Source: an optimization exercise on an open RTL-to-GDS flow (aim: small area, a short achievable clock period and few clock cycles per item). Production flows keep margins and buffers that such runs may drop. In this exercise RTL edits were held to simulation tests only and were not proved equivalent to the original. Power and IR drop assume default switching activity.

==> inputs of v9 <==
// slab_pool_chunk_allocator_unit
module slab_pool_chunk_allocator_unit (
  input  logic clk,
  input  logic rst_n,
  input  logic in_start,
  output logic in_busy,
  input  spca_pkg::in_item_t in_data,
  output logic out_strobe,
  output spca_pkg::out_item_t out_data,
  input  logic cfg_psel,
  input  logic cfg_penable,
  input  logic cfg_pwrite,
  input  logic [2:0] cfg_paddr,
  input  logic [31:0] cfg_pwdata,
  output logic [31:0] cfg_prdata,
  output logic cfg_pready
);
  localparam int NB = 16;
  logic [6:0] cpb_r;
  logic [5:0] lvl_r;
  logic [IDX_W-1:0] top_r [0:NB-1];
  logic wb_v;
  logic [NB-1:0] wb_oh;
  logic [IDX_W-1:0] wb_val;
  logic [CNT_W-1:0] frd_r [0:NB-1];
  logic [CNT_W-1:0] unt_r [0:NB-1];
  logic [CNT_W-1:0] used_r [0:NB-1];
  logic [NSLOT_W-1:0] nxt_r [0:NB-1];
  logic [NSLOT_W-1:0] prv_r [0:NB-1];
  logic [NB-1:0] busy_r;
  logic [NSLOT_W-1:0] head_r, tail_r;
  logic [NSLOT_W-1:0] live_r;
  logic v_r;
  spca_pkg::in_item_t req_r;
  logic [CNT_W-1:0] eff, effm1, lvlp1;
  logic [NB-1:0] head_oh;
  logic [IDX_W-1:0] h_top;
  logic [63:0] h_col;       
  logic h_exh, h_aex, h_frz;
  logic [CNT_W-1:0] eff_c;
  always_comb begin
    if (cpb_r == 7'd0) eff_c = 7'd1;
    else if (cpb_r > 7'd64) eff_c = 7'd64;
    else eff_c = cpb_r;
  end
  assign in_busy = 1'b0;
  logic is_alloc, is_free;
  assign is_alloc = v_r && req_r.cmd == CMD_ALLOC;
  assign is_free = v_r && req_r.cmd == CMD_FREE;
  wire [SLOT_W-1:0] fs = req_r.handle[HANDLE_W-1:IDX_W];
  wire [IDX_W-1:0] fi = req_r.handle[IDX_W-1:0];
  wire [NSLOT_W-1:0] fs5 = {1'b0, fs};
  ...
export LEC_CHECK = 0
export CAP_MARGIN = 20
export CORE_MARGIN = 2
export CORE_UTILIZATION = 45
export CTS_BUF_LIST = sky130_fd_sc_hd__clkbuf_16
export CTS_CLUSTER_DIAMETER = 100
export CTS_CLUSTER_SIZE = 24
export SLEW_MARGIN = 20
export SYNTH_MEMORY_MAX_BITS = 8192
create_clock -name core_clock -period 12.0 [get_ports {clk}]
standard.sh (not shown) runs the stock make flow with config.mk's settings and CLKGATE_MAP_FILE= SYNTH_SCRIPT=/design/flow/synth_recipe.tcl, a recipe that flattens the netlist after the stock synthesis.
==> flow/flow/run.sh <==
#!/bin/bash
# Own layout flow: the standard flow, unchanged (standard synthesis included),
# except that timing repair aims at a setup slack well above zero, so that the
# layout reaches a clock period near the input-to-output floor rather than
# stopping at the 12 ns the constraint asks for. Constraints are the standard flow's.
set -euo pipefail
bash standard.sh synth > synth.log 2>&1
bash standard.sh finish SETUP_SLACK_MARGIN=7.2 > layout.log 2>&1
==> v12 (differences from v9) <==
--- a/flow/design.v
+++ b/flow/design.v
@@ -25,17 +25,16 @@
   input  logic clk,
   input  logic rst_n,
   input  logic [15:0] wrow_a,                
   input  logic [15:0] wrow_b,                
   input  logic [spca_pkg::IDX_W-1:0] widx,   
   input  logic [spca_pkg::IDX_W-1:0] wdata,
   input  logic [15:0] rrow,                  
   input  logic [spca_pkg::IDX_W-1:0] ridx,   
-  input  logic [63:0] rcol,                  
   output logic [spca_pkg::IDX_W-1:0] rdata
 );
   logic [IDX_W-1:0] mem [0:15][0:63];
   logic ph;
   logic [15:0] wa_r, wb_r;
   logic [IDX_W-1:0] wi_r, wd_r;
   always_ff @(posedge clk) begin
     if (!rst_n) begin
@@ -59,17 +58,17 @@
     for (int k = 0; k < 16; k++)
       for (int i = 0; i < 64; i++)
         mem[k][i] <= ~((mem[k][i] & {IDX_W{~(wa_r[k] & wcol[i])}}) |
                        (cdat[i] & {IDX_W{wb_r[k]}}));
   end
   logic [15:0] row;
   logic [63:0] col;
   assign row = rrow;
-  assign col = rcol;
+  assign col = 64'd1 << ridx;
   logic [IDX_W-1:0] part [0:15];
   logic [IDX_W-1:0] rsel;
   always_comb begin
     rsel = '0;
     for (int k = 0; k < 16; k++) begin
       part[k] = '0;
       for (int i = 0; i < 64; i++)
         part[k] = part[k] | (mem[k][i] & {IDX_W{col[i]}});
@@ -94,33 +93,29 @@
   input  logic [31:0] cfg_pwdata,
   output logic [31:0] cfg_prdata,
   output logic cfg_pready
 );
   localparam int NB = 16;
   logic [6:0] cpb_r;
   logic [5:0] lvl_r;
   logic [IDX_W-1:0] top_r [0:NB-1];
-  logic wb_v;
-  logic [NB-1:0] wb_oh;
-  logic [IDX_W-1:0] wb_val;
   logic [CNT_W-1:0] frd_r [0:NB-1];
   logic [CNT_W-1:0] unt_r [0:NB-1];
   logic [CNT_W-1:0] used_r [0:NB-1];
   logic [NSLOT_W-1:0] nxt_r [0:NB-1];
   logic [NSLOT_W-1:0] prv_r [0:NB-1];
   logic [NB-1:0] busy_r;
   logic [NSLOT_W-1:0] head_r, tail_r;
   logic [NSLOT_W-1:0] live_r;
   logic v_r;
   spca_pkg::in_item_t req_r;
   logic [CNT_W-1:0] eff, effm1, lvlp1;
   logic [NB-1:0] head_oh;
   logic [IDX_W-1:0] h_top;
-  logic [63:0] h_col;       
   logic h_exh, h_aex, h_frz;
   logic [CNT_W-1:0] eff_c;
   always_comb begin
     if (cpb_r == 7'd0) eff_c = 7'd1;
     else if (cpb_r > 7'd64) eff_c = 7'd64;
     else eff_c = cpb_r;
   end
   assign in_busy = 1'b0;
@@ -162,40 +157,37 @@
     for (int k = 0; k < NB; k++) begin
       h_unt |= {CNT_W{head_oh[k]}} & unt_r[k];
       h_nxt |= {NSLOT_W{head_oh[k]}} & nxt_r[k];
       c0_exh |= head_oh[k] & exh_k[k];
       c0_aex |= head_oh[k] & aex_k[k];
       c0_frz |= head_oh[k] & frz_k[k];
     end
   end
-  logic [IDX_W-1:0] e_top [0:NB-1];
-  always_comb
-    for (int k = 0; k < NB; k++) e_top[k] = (wb_v && wb_oh[k]) ? wb_val : top_r[k];
   logic [IDX_W-1:0] n_top;
   logic c3_exh, c3_aex, c3_frz;
   always_comb begin
     n_top = '0;
     c3_exh = 1'b0; c3_aex = 1'b0; c3_frz = 1'b0;
     for (int k = 0; k < NB; k++) begin
-      n_top |= {IDX_W{h_nxt == NSLOT_W'(k)}} & e_top[k];
+      n_top |= {IDX_W{h_nxt == NSLOT_W'(k)}} & top_r[k];
       c3_exh |= h_nxt == NSLOT_W'(k) && exh_k[k];
       c3_aex |= h_nxt == NSLOT_W'(k) && aex_k[k];
       c3_frz |= h_nxt == NSLOT_W'(k) && frz_k[k];
     end
   end
   logic f_ok;
   logic [IDX_W-1:0] f_top;
   logic [NSLOT_W-1:0] f_nxt, f_prv;
   always_comb begin
     f_ok = 1'b0;
-    f_top = {IDX_W{|(fs_oh & head_oh)}} & h_top; f_nxt = '0; f_prv = '0;
+    f_top = '0; f_nxt = '0; f_prv = '0;
     for (int k = 0; k < NB; k++) begin
       f_ok |= fs_oh[k] & ufree_k[k];
-      f_top |= {IDX_W{fs_oh[k] & !head_oh[k]}} & e_top[k];
+      f_top |= {IDX_W{fs_oh[k]}} & top_r[k];
       f_nxt |= {NSLOT_W{fs_oh[k]}} & nxt_r[k];
       f_prv |= {NSLOT_W{fs_oh[k]}} & prv_r[k];
     end
   end
   logic [NB-1:0] x_oh;
   logic [CNT_W-1:0] x_used, x_frd, x_unt;
   always_comb begin
     x_oh = req_r.cmd ? fs_oh : head_oh;
@@ -245,29 +237,29 @@
   assign fz = x_used == 7'd1;                       
   assign fmove = dofree && fs5 != head_r && (fz || x_used == lvlp1);
   assign ftail = fs5 == tail_r;
   logic [NB-1:0] lwrow;
   logic [NB-1:0] wa_k, wf_k, we_used, we_frd, we_unt, we_top;
   assign lwrow = {NB{is_free}} & fs_oh & ufree_k;
   spca_link_mem u_link (.clk(clk), .rst_n(rst_n), .wrow_a(lwrow), .wrow_b(wf_k),
                         .widx(fi), .wdata(f_top),
-                        .rrow(head_oh), .ridx(h_top), .rcol(h_col), .rdata(lrd));
+                        .rrow(head_oh), .ridx(h_top), .rdata(lrd));
   logic [CNT_W-1:0] used_n, frd_n, unt_n;
   logic [IDX_W-1:0] top_n;
   assign used_n = req_r.cmd ? x_used - 1'b1 : (need_claim ? 7'd1 : x_used + 1'b1);
   assign frd_n = req_r.cmd ? x_frd + 1'b1 : (need_claim ? 7'd0 : x_frd - 1'b1);
   assign unt_n = need_claim ? effm1 : h_unt - 1'b1;
-  assign top_n = fi;
+  assign top_n = req_r.cmd ? fi : lrd;
   assign wa_k = s_oh & {NB{alloc_ok}};
   assign wf_k = fs_oh & {NB{dofree}};
   assign we_used = wa_k | wf_k;
   assign we_frd = (wa_k & {NB{claim || !h_frz}}) | wf_k;
   assign we_unt = wa_k & {NB{claim || h_frz}};
-  assign we_top = wf_k;
+  assign we_top = (wa_k & {NB{pop}}) | wf_k;
   logic [NB-1:0] pa_en, pb_en, pc_en, na_en, nb_en;
   logic [NSLOT_W-1:0] pa_d, pb_d, pc_d, na_d, nb_d;
   logic fmh;                                        
   assign fmh = fmove && !fz;
   always_comb begin
     pa_en = {NB{fmh}} & head_oh;
     pa_d = fs5;
     pb_en = is_alloc ? s_oh & {NB{claim || mv}} : fs_oh & {NB{fmh}};
@@ -342,17 +334,16 @@
       cpb_r <= 7'd64;
       lvl_r <= 6'd47;
       eff <= 7'd64;
       effm1 <= 7'd63;
       lvlp1 <= 7'd48;
       busy_r <= '0;
       head_r <= NONE_SLOT;
       head_oh <= '0;
-      wb_v <= 1'b0;
       h_exh <= 1'b0;
       h_aex <= 1'b0;
       h_frz <= 1'b0;
       tail_r <= NONE_SLOT;
       live_r <= '0;
       v_r <= 1'b0;
       out_strobe <= 1'b0;
       for (int i = 0; i < NB; i++) begin
@@ -382,33 +373,28 @@
         if (claim && s_oh[k]) busy_r[k] <= 1'b1;
         if (fmove && fz && fs_oh[k]) busy_r[k] <= 1'b0;
       end
       head_r <= head_n;
       head_oh <= head_n_oh;
       tail_r <= tail_n;
       live_r <= live_n;
       h_top <= h_top_n;
-      wb_v <= (claim && !mv) || (keep && mv) || fmh;
-      wb_oh <= head_oh;
-      wb_val <= (mv && pop) ? lrd : h_top;
       h_exh <= h_exh_n;
       h_aex <= h_aex_n;
       h_frz <= h_frz_n;
       if (v_r) begin
         if (is_alloc) out_data <= fail ? {STATUS_FULL, 10'd0} : {STATUS_OK, s, a_idx};
         else out_data <= '0;
       end
     end
   end
-  always_ff @(posedge clk) h_col <= 64'd1 << h_top_n;
   always_ff @(posedge clk)
     if (rst_n) for (int k = 0; k < NB; k++) begin
       if (we_top[k]) top_r[k] <= top_n;
-      else if (wb_v && wb_oh[k]) top_r[k] <= wb_val;
       if (pa_en[k]) prv_r[k] <= pa_d;
       else if (pb_en[k]) prv_r[k] <= pb_d;
       else if (pc_en[k]) prv_r[k] <= pc_d;
       if (na_en[k]) nxt_r[k] <= na_d;
       else if (nb_en[k]) nxt_r[k] <= nb_d;
     end
   assign cfg_pready = 1'b1;
   assign cfg_prdata = (cfg_paddr[2] == REG_CHUNKS) ? {25'd0, cpb_r} : {26'd0, lvl_r};
==> flow/run.sh (new file) <==
#!/bin/bash
# synth_recipe.tcl (not shown) runs the flow's synth.tcl, then flattens the netlist and writes it again
# the make line also repeats each setting of config.mk as NAME=value (left out here)
make -C /OpenROAD-flow-scripts/flow DESIGN_CONFIG=/design/flow/config.mk WORK_HOME=/design/flow/orfs CLKGATE_MAP_FILE= SYNTH_SCRIPT=/design/flow/synth_recipe.tcl finish
SETUP_SLACK_MARGIN = 5   (was default)
removed: flow/flow/run.sh
removed: flow/standard.sh
==> v27 (differences from v9) <==
==> flow/flow/run.sh (replaced) <==
#!/bin/bash
# Own layout flow: the standard flow, unchanged (standard synthesis included),
# except that timing repair aims at a setup slack well above zero, so that the
# layout reaches a clock period near the input-to-output floor rather than
# stopping at the 12 ns the constraint asks for. Constraints are the standard flow's.
set -euo pipefail
bash standard.sh synth > synth.log 2>&1
bash standard.sh finish SETUP_SLACK_MARGIN=6.6 > layout.log 2>&1
==> v23 (differences from v9) <==
--- a/flow/design.v
+++ b/flow/design.v
@@ -25,17 +25,16 @@
   input  logic clk,
   input  logic rst_n,
   input  logic [15:0] wrow_a,                
   input  logic [15:0] wrow_b,                
   input  logic [spca_pkg::IDX_W-1:0] widx,   
   input  logic [spca_pkg::IDX_W-1:0] wdata,
   input  logic [15:0] rrow,                  
   input  logic [spca_pkg::IDX_W-1:0] ridx,   
-  input  logic [63:0] rcol,                  
   output logic [spca_pkg::IDX_W-1:0] rdata
 );
   logic [IDX_W-1:0] mem [0:15][0:63];
   logic ph;
   logic [15:0] wa_r, wb_r;
   logic [IDX_W-1:0] wi_r, wd_r;
   always_ff @(posedge clk) begin
     if (!rst_n) begin
@@ -59,17 +58,17 @@
     for (int k = 0; k < 16; k++)
       for (int i = 0; i < 64; i++)
         mem[k][i] <= ~((mem[k][i] & {IDX_W{~(wa_r[k] & wcol[i])}}) |
                        (cdat[i] & {IDX_W{wb_r[k]}}));
   end
   logic [15:0] row;
   logic [63:0] col;
   assign row = rrow;
-  assign col = rcol;
+  assign col = 64'd1 << ridx;
   logic [IDX_W-1:0] part [0:15];
   logic [IDX_W-1:0] rsel;
   always_comb begin
     rsel = '0;
     for (int k = 0; k < 16; k++) begin
       part[k] = '0;
       for (int i = 0; i < 64; i++)
         part[k] = part[k] | (mem[k][i] & {IDX_W{col[i]}});
@@ -94,33 +93,29 @@
   input  logic [31:0] cfg_pwdata,
   output logic [31:0] cfg_prdata,
   output logic cfg_pready
 );
   localparam int NB = 16;
   logic [6:0] cpb_r;
   logic [5:0] lvl_r;
   logic [IDX_W-1:0] top_r [0:NB-1];
-  logic wb_v;
-  logic [NB-1:0] wb_oh;
-  logic [IDX_W-1:0] wb_val;
   logic [CNT_W-1:0] frd_r [0:NB-1];
   logic [CNT_W-1:0] unt_r [0:NB-1];
   logic [CNT_W-1:0] used_r [0:NB-1];
   logic [NSLOT_W-1:0] nxt_r [0:NB-1];
   logic [NSLOT_W-1:0] prv_r [0:NB-1];
   logic [NB-1:0] busy_r;
   logic [NSLOT_W-1:0] head_r, tail_r;
   logic [NSLOT_W-1:0] live_r;
   logic v_r;
   spca_pkg::in_item_t req_r;
   logic [CNT_W-1:0] eff, effm1, lvlp1;
   logic [NB-1:0] head_oh;
   logic [IDX_W-1:0] h_top;
-  logic [63:0] h_col;       
   logic h_exh, h_aex, h_frz;
   logic [CNT_W-1:0] eff_c;
   always_comb begin
     if (cpb_r == 7'd0) eff_c = 7'd1;
     else if (cpb_r > 7'd64) eff_c = 7'd64;
     else eff_c = cpb_r;
   end
   assign in_busy = 1'b0;
@@ -162,40 +157,37 @@
     for (int k = 0; k < NB; k++) begin
       h_unt |= {CNT_W{head_oh[k]}} & unt_r[k];
       h_nxt |= {NSLOT_W{head_oh[k]}} & nxt_r[k];
       c0_exh |= head_oh[k] & exh_k[k];
       c0_aex |= head_oh[k] & aex_k[k];
       c0_frz |= head_oh[k] & frz_k[k];
     end
   end
-  logic [IDX_W-1:0] e_top [0:NB-1];
-  always_comb
-    for (int k = 0; k < NB; k++) e_top[k] = (wb_v && wb_oh[k]) ? wb_val : top_r[k];
   logic [IDX_W-1:0] n_top;
   logic c3_exh, c3_aex, c3_frz;
   always_comb begin
     n_top = '0;
     c3_exh = 1'b0; c3_aex = 1'b0; c3_frz = 1'b0;
     for (int k = 0; k < NB; k++) begin
-      n_top |= {IDX_W{h_nxt == NSLOT_W'(k)}} & e_top[k];
+      n_top |= {IDX_W{h_nxt == NSLOT_W'(k)}} & top_r[k];
       c3_exh |= h_nxt == NSLOT_W'(k) && exh_k[k];
       c3_aex |= h_nxt == NSLOT_W'(k) && aex_k[k];
       c3_frz |= h_nxt == NSLOT_W'(k) && frz_k[k];
     end
   end
   logic f_ok;
   logic [IDX_W-1:0] f_top;
   logic [NSLOT_W-1:0] f_nxt, f_prv;
   always_comb begin
     f_ok = 1'b0;
-    f_top = {IDX_W{|(fs_oh & head_oh)}} & h_top; f_nxt = '0; f_prv = '0;
+    f_top = '0; f_nxt = '0; f_prv = '0;
     for (int k = 0; k < NB; k++) begin
       f_ok |= fs_oh[k] & ufree_k[k];
-      f_top |= {IDX_W{fs_oh[k] & !head_oh[k]}} & e_top[k];
+      f_top |= {IDX_W{fs_oh[k]}} & top_r[k];
       f_nxt |= {NSLOT_W{fs_oh[k]}} & nxt_r[k];
       f_prv |= {NSLOT_W{fs_oh[k]}} & prv_r[k];
     end
   end
   logic [NB-1:0] x_oh;
   logic [CNT_W-1:0] x_used, x_frd, x_unt;
   always_comb begin
     x_oh = req_r.cmd ? fs_oh : head_oh;
@@ -245,29 +237,29 @@
   assign fz = x_used == 7'd1;                       
   assign fmove = dofree && fs5 != head_r && (fz || x_used == lvlp1);
   assign ftail = fs5 == tail_r;
   logic [NB-1:0] lwrow;
   logic [NB-1:0] wa_k, wf_k, we_used, we_frd, we_unt, we_top;
   assign lwrow = {NB{is_free}} & fs_oh & ufree_k;
   spca_link_mem u_link (.clk(clk), .rst_n(rst_n), .wrow_a(lwrow), .wrow_b(wf_k),
                         .widx(fi), .wdata(f_top),
-                        .rrow(head_oh), .ridx(h_top), .rcol(h_col), .rdata(lrd));
+                        .rrow(head_oh), .ridx(h_top), .rdata(lrd));
   logic [CNT_W-1:0] used_n, frd_n, unt_n;
   logic [IDX_W-1:0] top_n;
   assign used_n = req_r.cmd ? x_used - 1'b1 : (need_claim ? 7'd1 : x_used + 1'b1);
   assign frd_n = req_r.cmd ? x_frd + 1'b1 : (need_claim ? 7'd0 : x_frd - 1'b1);
   assign unt_n = need_claim ? effm1 : h_unt - 1'b1;
-  assign top_n = fi;
+  assign top_n = req_r.cmd ? fi : lrd;
   assign wa_k = s_oh & {NB{alloc_ok}};
   assign wf_k = fs_oh & {NB{dofree}};
   assign we_used = wa_k | wf_k;
   assign we_frd = (wa_k & {NB{claim || !h_frz}}) | wf_k;
   assign we_unt = wa_k & {NB{claim || h_frz}};
-  assign we_top = wf_k;
+  assign we_top = (wa_k & {NB{pop}}) | wf_k;
   logic [NB-1:0] pa_en, pb_en, pc_en, na_en, nb_en;
   logic [NSLOT_W-1:0] pa_d, pb_d, pc_d, na_d, nb_d;
   logic fmh;                                        
   assign fmh = fmove && !fz;
   always_comb begin
     pa_en = {NB{fmh}} & head_oh;
     pa_d = fs5;
     pb_en = is_alloc ? s_oh & {NB{claim || mv}} : fs_oh & {NB{fmh}};
@@ -342,17 +334,16 @@
       cpb_r <= 7'd64;
       lvl_r <= 6'd47;
       eff <= 7'd64;
       effm1 <= 7'd63;
       lvlp1 <= 7'd48;
       busy_r <= '0;
       head_r <= NONE_SLOT;
       head_oh <= '0;
-      wb_v <= 1'b0;
       h_exh <= 1'b0;
       h_aex <= 1'b0;
       h_frz <= 1'b0;
       tail_r <= NONE_SLOT;
       live_r <= '0;
       v_r <= 1'b0;
       out_strobe <= 1'b0;
       for (int i = 0; i < NB; i++) begin
@@ -382,33 +373,28 @@
         if (claim && s_oh[k]) busy_r[k] <= 1'b1;
         if (fmove && fz && fs_oh[k]) busy_r[k] <= 1'b0;
       end
       head_r <= head_n;
       head_oh <= head_n_oh;
       tail_r <= tail_n;
       live_r <= live_n;
       h_top <= h_top_n;
-      wb_v <= (claim && !mv) || (keep && mv) || fmh;
-      wb_oh <= head_oh;
-      wb_val <= (mv && pop) ? lrd : h_top;
       h_exh <= h_exh_n;
       h_aex <= h_aex_n;
       h_frz <= h_frz_n;
       if (v_r) begin
         if (is_alloc) out_data <= fail ? {STATUS_FULL, 10'd0} : {STATUS_OK, s, a_idx};
         else out_data <= '0;
       end
     end
   end
-  always_ff @(posedge clk) h_col <= 64'd1 << h_top_n;
   always_ff @(posedge clk)
     if (rst_n) for (int k = 0; k < NB; k++) begin
       if (we_top[k]) top_r[k] <= top_n;
-      else if (wb_v && wb_oh[k]) top_r[k] <= wb_val;
       if (pa_en[k]) prv_r[k] <= pa_d;
       else if (pb_en[k]) prv_r[k] <= pb_d;
       else if (pc_en[k]) prv_r[k] <= pc_d;
       if (na_en[k]) nxt_r[k] <= na_d;
       else if (nb_en[k]) nxt_r[k] <= nb_d;
     end
   assign cfg_pready = 1'b1;
   assign cfg_prdata = (cfg_paddr[2] == REG_CHUNKS) ? {25'd0, cpb_r} : {26'd0, lvl_r};
==> flow/flow/run.sh (replaced) <==
#!/bin/bash
# Own layout flow: the standard flow, unchanged (standard synthesis included),
# except that timing repair aims at a setup slack well above zero, so that the
# layout reaches a clock period near the input-to-output floor rather than
# stopping at the 12 ns the constraint asks for. Constraints are the standard flow's.
set -euo pipefail
bash standard.sh synth > synth.log 2>&1
bash standard.sh finish SETUP_SLACK_MARGIN=6.6 > layout.log 2>&1
==> summary of the runs <==
In v27 the core utilization is lower than in v9, by 1.7 points. Non-clock buffer count, lowest first: v12, v27, v23, v9. Final cell count, highest first: v23, v9, v12, v27. Flip-flop and latch count is the same in v23 and v12. Of v23 and v12, v12 has the higher critical path depth (gap 2).
==> figures <==
| quantity | v12 | v23 | v27 | v9 |
|---|---|---|---|---|
| Internal Pwr Total | 28.6 mW | 28.6 mW | 29.5 mW | 29.7 mW |
| Result of the run | finished clean | finished clean | finished clean | finished clean |
| Fmax | 0.133 GHz | 0.167 GHz | 0.170 GHz | 0.187 GHz |
| Largest incremental delay on the critical path | 1080 ps | 810 ps | 620 ps | 310 ps |
| Met3 WL post-DR | 234000 um | 250000 um | 224000 um | 258000 um |
| Fraction of area in multi-input gates | 39.3% | 39.3% | 39.3% | 38.9% |
| Vias post-DR | 251000 | 258000 | 250000 | 259000 |
| Largest fanout on the critical path | 42 | 67 | 37 | 5 |
| Area of the multi-input gates | 0.109 mm^2 | 0.112 mm^2 | 0.111 mm^2 | 0.114 mm^2 |
| Buffer count excluding the clock tree in the final layout | 873 | 1148 | 937 | 1362 |
| Area after DPL | 0.268 mm^2 | 0.268 mm^2 | 0.271 mm^2 | 0.272 mm^2 |
| WHS | 435 ps | 436 ps | 442 ps | 441 ps |
Testbench counts of v9, summed over its fixed seeds: cycles 12,016, items 12,000.
Testbench counts of v12, summed over its fixed seeds: cycles 12,016, items 12,000.
Testbench counts of v27, summed over its fixed seeds: cycles 12,016, items 12,000.
Testbench counts of v23, summed over its fixed seeds: cycles 12,016, items 12,000.

## re-timing with driven ports
How much do the figures lean on ideal ports? The routed layouts below were timed once more, with nothing changed but the port constraints. Step 1, drivers: a clkbuf_16 drives clk and a buf_2 each remaining input, both assumed. Step 2 also shifts input and output timing later by t, the mid clock arrival at the registers, as if the neighbouring blocks saw the same clock. a / b / c = ideal ports / drivers / drivers and shift; a / b = the first two.
run	t, ns	setup WS [ns]	hold slack, ns	worst register clock-pin slew, ns	pins driven straight from the clock port
v9	1.229	6.654 / 6.535 / 6.535	0.441 / 0.441 / 0.441	0.12 / 0.12	1
v12	1.232	4.486 / 4.486 / 4.486	0.435 / 0.435 / 0.435	0.11 / 0.11	1
v27	1.223	6.128 / 6.128 / 6.128	0.442 / 0.442 / 0.442	0.12 / 0.12	1
v23	1.254	6.010 / 6.010 / 6.010	0.436 / 0.436 / 0.436	0.11 / 0.11	1
After both steps every run listed still meets setup and hold. For v9, which loses most, drivers alone change the setup slack by -0.119 ns; drivers and shift together by -0.119 ns.
